From an optimization exercise on the open Yosys and OpenROAD flow, aimed at small area and a short achievable clock period; shortcuts taken in it are not production practice. In this exercise RTL edits were held to simulation tests only and were not proved equivalent to the original. Power is estimated from default activity; no workload was simulated.

beta:
==> module pipe4stage, before the edit <==
module pipe4stage (
  input  logic        clk1,
  input  logic        rst,
  input  logic [3:0]  rs1,
  input  logic [3:0]  rs2,
  input  logic [3:0]  rd,
  input  logic [3:0]  func,
  input  logic [7:0]  addr,
  input  logic        write,
  input  logic [7:0]  dbg_addr,
  output logic [15:0] zout,
  output logic [15:0] dbg_data
);
  logic [15:0][15:0]  rf_q;
  logic [255:0][15:0] mem_q;
  logic          v1_q;
  logic [73-1:0] r1_q;
  logic [3:0]    rd1_q;
  logic [7:0]    addr1_q;
  logic          v2_q;
  logic [15:0]   z2_q;
  logic [3:0]    rd2_q;
  logic [7:0]    addr2_q;
  logic          v3_q;
  logic [15:0]   z3_q;
  logic [7:0]    addr3_q;
  logic [73-1:0] s1_d;
  logic [15:0]   alu_d;
  logic [3:0][15:0] rdw;
  p4_s1 u_s1 (.rf(rf_q), .rs1(rs1), .rs2(rs2), .func(func), .d(s1_d));
  p4_s2 u_s2 (.r(r1_q), .alu_d(alu_d));
  p4_mrd u_mrd (.mem(mem_q), .addr(dbg_addr), .rdw(rdw));
  always_ff @(posedge clk1) begin
    if (rst) begin
      for (int unsigned i = 0; i < 16; i++) rf_q[i] <= 16'(i);
      v1_q <= 1'b0;
      v2_q <= 1'b0;
      v3_q <= 1'b0;
    end else begin
      v1_q <= write;
      v2_q <= v1_q;
      v3_q <= v2_q;
      if (v2_q) rf_q[rd2_q] <= z2_q;
    end
  end
  logic        z2_en;
  logic [15:0] z2_d;
  assign z2_en = v1_q | rst;
  assign z2_d  = alu_d & {16{~rst}};
  always_ff @(posedge clk1) if (z2_en) z2_q <= z2_d;
  always_ff @(posedge clk1) begin
    r1_q    <= s1_d;
    rd1_q   <= rd;
    addr1_q <= addr;
    rd2_q   <= rd1_q;
    addr2_q <= addr1_q;
    z3_q    <= z2_q;
    addr3_q <= addr2_q;
  end
  logic        st_en;
  logic [3:0][15:0] dbg_q;
  assign st_en = !rst && v3_q;
  always_ff @(posedge clk1) begin
    for (int w = 0; w < 256; w++)
      if (st_en && addr3_q == 8'(w)) mem_q[w] <= z3_q;
  end
  always_ff @(posedge clk1) dbg_q <= rdw;
  assign zout = z2_q;
  logic [15:0] dbg_n01, dbg_n23;
  for (genvar i = 0; i < 16; i++) begin : g_dbg_or
    p4_nor2  u_n01 (.a(dbg_q[0][i]), .b(dbg_q[1][i]), .y(dbg_n01[i]));
    p4_nor2  u_n23 (.a(dbg_q[2][i]), .b(dbg_q[3][i]), .y(dbg_n23[i]));
    p4_nand2 u_or  (.a(dbg_n01[i]), .b(dbg_n23[i]), .y(dbg_data[i]));
  end
endmodule
==> module p4_nor2, before the edit <==
module p4_nor2 (input logic a, input logic b, output logic y);
  assign y = ~(a | b);
endmodule
==> module p4_nand2, before the edit <==
module p4_nand2 (input logic a, input logic b, output logic y);
  assign y = ~(a & b);
endmodule
Settings: LEC_CHECK=0, CAP_MARGIN=40, CORE_MARGIN=2, CORE_UTILIZATION=50, CTS_CLUSTER_DIAMETER=80, CTS_CLUSTER_SIZE=24, SETUP_SLACK_MARGIN=3.0, SLEW_MARGIN=40, SYNTH_HIERARCHICAL=1; clock period 5.8 ns.
run.sh (not shown) runs the stock make flow with config.mk's settings and CLKGATE_MAP_FILE= SYNTH_SCRIPT=/design/flow/synth_recipe.tcl, a recipe that flattens the netlist after the stock synthesis.
beta went all the way through synthesis, placement and routing and the layout is clean on timing, DRC and antenna.
Inputs modified between beta and gamma:
diff --git a/flow/design.v b/flow/design.v
--- a/flow/design.v
+++ b/flow/design.v
@@ -63,17 +63,12 @@
   always_ff @(posedge clk1) begin
     for (int w = 0; w < 256; w++)
       if (st_en && addr3_q == 8'(w)) mem_q[w] <= z3_q;
   end
   always_ff @(posedge clk1) dbg_q <= rdw;
-  assign zout = z2_q;
-  logic [15:0] dbg_n01, dbg_n23;
-  for (genvar i = 0; i < 16; i++) begin : g_dbg_or
-    p4_nor2  u_n01 (.a(dbg_q[0][i]), .b(dbg_q[1][i]), .y(dbg_n01[i]));
-    p4_nor2  u_n23 (.a(dbg_q[2][i]), .b(dbg_q[3][i]), .y(dbg_n23[i]));
-    p4_nand2 u_or  (.a(dbg_n01[i]), .b(dbg_n23[i]), .y(dbg_data[i]));
-  end
+  assign zout     = z2_q;
+  assign dbg_data = (dbg_q[0] | dbg_q[1]) | (dbg_q[2] | dbg_q[3]);
 endmodule
 module p4_s1 (
   input  logic [15:0][15:0] rf,
   input  logic [3:0]        rs1,
   input  logic [3:0]        rs2,
@@ -476,16 +471,10 @@
 module p4_pfx_t (input logic g, input logic p, input logic gi, input logic pi,
                  output logic go, output logic po);
   assign go = ~(g & (p | gi));
   assign po = ~(p | pi);
 endmodule
-module p4_nor2 (input logic a, input logic b, output logic y);
-  assign y = ~(a | b);
-endmodule
-module p4_nand2 (input logic a, input logic b, output logic y);
-  assign y = ~(a & b);
-endmodule
 module p4_xor3 (input logic a, input logic b, input logic c, output logic y);
   assign y = a ^ b ^ c;
 endmodule
 module p4_maj3 (input logic a, input logic b, input logic c, output logic y);
   assign y = (a & b) | (a & c) | (b & c);
Notes after the runs:
gamma vs beta: count of antenna diodes in the layout down
Cmp gamma vs beta: area occupied by multi-input gates higher in gamma
Share of total power in combinational logic on gamma is up relative to beta.
Between beta and gamma, the total power figures differ only marginally.
Sequential share of layout area ended up 1.0 points lower on gamma than on beta.
The run with more setup slack is beta; gamma has less.
gamma: post-synthesis instance total is 0.77% lower than what beta reported.
Relative to beta, gamma degrades maximum clock frequency.
Final wirelength: gamma worse than beta
On fraction of area in clock buffers and inverters, gamma and beta are basically level.
Relative to beta, critical path depth decreased by 1 in gamma.
Taking beta as the reference, in gamma area added between synthesis and finish now larger; count of vias placed by the detailed router rose by 619; fraction of area in multi-input gates ~0 delta.

port drivers added, routing unchanged:
No port has a modelled driver above. Below, the same layouts with a new extraction and two added sets of constraints. Step 1 (the two cells are an assumption about what drives the block):
set clk [get_ports {clk1}]
set_driving_cell -lib_cell sky130_fd_sc_hd__clkbuf_16 $clk
set_driving_cell -lib_cell sky130_fd_sc_hd__buf_2 [delete_from_list [all_inputs] $clk]
Step 2, shift: input delay + t, output delay - t, t = (earliest + latest rising clock arrival at the registers) / 2. This alone moves slack from input paths to output paths. Slacks: no drivers / after step 1 / after step 2; pairs: no drivers / after step 1.
| run | t (ns) | setup slack, ns | worst setup path at the end | worst data-port slew with drivers (ns) |
|---|---|---|---|---|
| beta | 1.106 | 2.608 / 2.482 / 1.586 | input to register | 0.39 |
| gamma | 1.067 | 2.474 / 2.364 / 1.525 | input to register | 0.28 |
After both steps every run listed still meets setup and hold. For beta, which loses most, drivers alone change the setup slack by -0.126 ns; drivers and shift together by -1.022 ns.
